Source: an optimization exercise on an open RTL-to-GDS flow (aim: small area, a short achievable clock period and few clock cycles per item). Production flows keep margins and buffers that such runs may drop.
Power and IR drop assume default switching activity.

## juniper
==> flow/design.v <==
`timescale 1ns/1ps
package wide_add_pkg;
  localparam logic ADD = 1'b0;
  localparam logic SUB = 1'b1;
endpackage
`timescale 1ns/1ps
module wide_add_lane #(
  parameter int BLK_W = 8
) (
  input  logic [BLK_W-1:0] a,
  input  logic [BLK_W-1:0] b,
  input  logic             cin,
  output logic [BLK_W-1:0] sum,
  output logic             gen,
  output logic             prop
);
  assign {gen, sum} = {1'b0, a} + {1'b0, b} + {{BLK_W{1'b0}}, cin};
  assign prop       = &(a ^ b);
endmodule
`timescale 1ns/1ps
module wide_add_pipe #(
  parameter int WIDTH  = 256,
  parameter int LANE_W = 64,
  parameter int EN_W   = 8,
  parameter int CNT_W  = 16
) (
  input  logic             clk,
  input  logic             rst,
  input  logic             in_valid,
  output logic             in_ready,
  input  logic [WIDTH-1:0] op1,
  input  logic [WIDTH-1:0] op2,
  input  logic             sub,
  input  logic [EN_W-1:0]  en1,
  input  logic [EN_W-1:0]  en2,
  output logic             out_valid,
  input  logic             out_ready,
  output logic [WIDTH-1:0] res,
  output logic             carry_out,
  output logic [CNT_W-1:0] drop_cnt
);
  localparam int BLK_W = 8;                 
  localparam int SUP_W = 128;                
  localparam int NS    = WIDTH / SUP_W;     
  localparam int M     = SUP_W / BLK_W;     
  localparam int LVM   = $clog2(M);
  logic             advance;
  logic             gate;
  logic             is_sub;
  logic [WIDTH-1:0] b_in;
  assign gate = &(en1 ^ en2);
  assign advance  = !out_valid || out_ready;
  assign in_ready = advance;
  assign is_sub = (sub == wide_add_pkg::SUB);
  assign b_in   = op2 ^ {WIDTH{is_sub}};
  logic valid_q;
  always_ff @(posedge clk) begin
    if (rst) begin
      valid_q <= 1'b0;
    end else if (advance) begin
      valid_q <= in_valid && gate;
    end
  end
  logic [NS-1:0] sg_q;    
  logic [NS-1:0] sp_q;    
  logic [NS:0]   sc;      
  for (genvar s = 0; s < NS; s++) begin : g_sup
    logic [SUP_W-1:0] bsum;
    logic [M-1:0]     bg;
    logic [M-1:0]     bp;
    for (genvar m = 0; m < M; m++) begin : g_blk
      localparam int LO = s * SUP_W + m * BLK_W;
      logic [BLK_W-1:0] a;
      logic [BLK_W-1:0] b;
      logic [BLK_W-1:0] sm;
      logic             ci;
      logic             g;
      logic             p;
      assign a  = op1[LO +: BLK_W];
      assign b  = b_in[LO +: BLK_W];
      assign ci = (LO == 0) ? is_sub : 1'b0;
      wide_add_lane #(.BLK_W(BLK_W)) u_lane (
        .a    (a),
        .b    (b),
        .cin  (ci),
        .sum  (sm),
        .gen  (g),
        .prop (p)
      );
      assign bsum[m*BLK_W +: BLK_W] = sm;
      assign bg[m] = g;
      assign bp[m] = (LO == 0) ? 1'b0 : p;
    end
    logic [M-1:0] pg [LVM+1];
    logic [M-1:0] pp [LVM+1];
    assign pg[0] = bg;
    assign pp[0] = bp;
    for (genvar l = 0; l < LVM; l++) begin : g_lvl
      for (genvar m = 0; m < M; m++) begin : g_node
        if (((m >> l) & 1) == 1) begin : g_comb
          localparam int J = ((m >> l) << l) - 1;
          assign pg[l+1][m] = pg[l][m] | (pp[l][m] & pg[l][J]);
          assign pp[l+1][m] = pp[l][m] & pp[l][J];
        end else begin : g_pass
          assign pg[l+1][m] = pg[l][m];
          assign pp[l+1][m] = pp[l][m];
        end
      end
    end
    logic [SUP_W-1:0] sum_q;
    logic [M-1:1]     cyl_q;    
    logic [M-1:1]     ppl_q;    
    logic             sg_r;
    logic             sp_r;
    always_ff @(posedge clk) begin
      if (advance) begin
        sum_q   <= bsum;
        cyl_q   <= pg[LVM][M-2:0];
        ppl_q   <= pp[LVM][M-2:0];
        sg_r    <= pg[LVM][M-1];
        sp_r    <= pp[LVM][M-1];
      end
    end
    assign sg_q[s] = sg_r;
    assign sp_q[s] = sp_r;
    for (genvar m = 0; m < M; m++) begin : g_inc
      localparam int LO = s * SUP_W + m * BLK_W;
      logic [BLK_W-1:0] sm;
      logic [BLK_W-1:0] low_ones;
      logic             cin;
      assign sm = sum_q[m*BLK_W +: BLK_W];
      if (m == 0) begin : g_first
        assign cin = sc[s];
      end else begin : g_rest
        assign cin = cyl_q[m] | (ppl_q[m] & sc[s]);
      end
      assign low_ones[0] = 1'b1;
      for (genvar i = 1; i < BLK_W; i++) begin : g_bit
        assign low_ones[i] = &sm[i-1:0];
      end
      assign res[LO +: BLK_W] = sm ^ (low_ones & {BLK_W{cin}});
    end
  end
  assign sc[0] = 1'b0;
  for (genvar s = 0; s < NS; s++) begin : g_sc
    assign sc[s+1] = sg_q[s] | (sp_q[s] & sc[s]);
  end
  assign out_valid = valid_q;
  assign carry_out = sc[NS];
  logic             drop_inc;
  logic [CNT_W-1:0] cnt_ones;
  assign drop_inc    = in_valid && in_ready && !gate && !(&drop_cnt);
  assign cnt_ones[0] = 1'b1;
  for (genvar i = 1; i < CNT_W; i++) begin : g_ones
    assign cnt_ones[i] = &drop_cnt[i-1:0];
  end
  always_ff @(posedge clk) begin
    if (rst) begin
      drop_cnt <= '0;
    end else if (drop_inc) begin
      drop_cnt <= drop_cnt ^ cnt_ones;
    end
  end
endmodule
export LEC_CHECK = 0
export CAP_MARGIN = 20
export CORE_MARGIN = 2
export CORE_UTILIZATION = 40
export SETUP_SLACK_MARGIN = 0.8
export SLEW_MARGIN = 20
create_clock -name core_clock -period 4.2 [get_ports {clk}]
standard.sh (not shown) runs the stock make flow with config.mk's settings and CLKGATE_MAP_FILE= SYNTH_SCRIPT=/design/flow/synth_recipe.tcl, a recipe that flattens the netlist after the stock synthesis.
==> flow/flow/run.sh <==
#!/bin/bash
# Layout flow: the standard ORFS flow (standard.sh, including its
# standard synthesis), with plain buffers instead of ORFS's default
# delay-buffer cell for the port buffers that global placement inserts.
# Every input and output port still gets its own buffer.
set -euo pipefail
export BUFFER_PORTS_ARGS="-buffer_cell sky130_fd_sc_hd__buf_1"
bash standard.sh "BUFFER_PORTS_ARGS=$BUFFER_PORTS_ARGS" finish > flow_standard.log 2>&1
Modified inputs, cedar compared to juniper
--- a/flow/design.v
+++ b/flow/design.v
@@ -40,7 +40,7 @@
   output logic [CNT_W-1:0] drop_cnt
 );
   localparam int BLK_W = 8;                 
-  localparam int SUP_W = 128;                
+  localparam int SUP_W = 64;                
   localparam int NS    = WIDTH / SUP_W;     
   localparam int M     = SUP_W / BLK_W;     
   localparam int LVM   = $clog2(M);
==> notes.md <==
NOTE: post-route total power in cedar exceeds that of juniper
Register count in cedar is higher than in juniper.
Wire: cedar routes more than juniper
On post-route worst setup slack: between juniper and cedar, it ends up lower for cedar.
Of juniper and cedar, the higher minimum clock period belongs to cedar.
Summary of cedar over juniper: total of fill cells in the finished design went down 1.8%, worst slew margin relative to its limit shows a reduction of 7.5 points, cell area after synthesis increased 0.68%.
Sequential share of layout area in cedar is 0.26 points higher than in juniper
Summary: with juniper as the reference, first-pass GRT wire length in cedar moved up by a few percent.
cedar improves on juniper in register-to-register slack.
No run of this note included a check of the RTL's function; only the layout flow was run.

-- port drivers added, routing unchanged --
No port has a modelled driver above. Below, the same layouts with a new extraction and two added sets of constraints.
Step 1, drivers: a clkbuf_16 drives clk and a buf_2 each remaining input, both assumed.
Step 2 times the ports against the registers' clock, not the clock port: input delays grow and output delays shrink by t, the midpoint of the rising clock arrivals with the driver on.
Three values: no drivers, after step 1, after step 2; two values: the first two.
run	shift t [ns]	slack for setup (ns)	hold slack, ns	latest minus earliest clock arrival (ns)
juniper	0.603	0.768 / 0.785 / 0.182	0.543 / 0.519 / 0.543	0.012 / 0.012
cedar	0.615	0.745 / 0.682 / 0.210	0.522 / 0.496 / 0.522	0.018 / 0.017
After both steps every run listed still meets setup and hold. For juniper, which loses most, drivers alone change the setup slack by +0.017 ns; drivers and shift together by -0.586 ns.
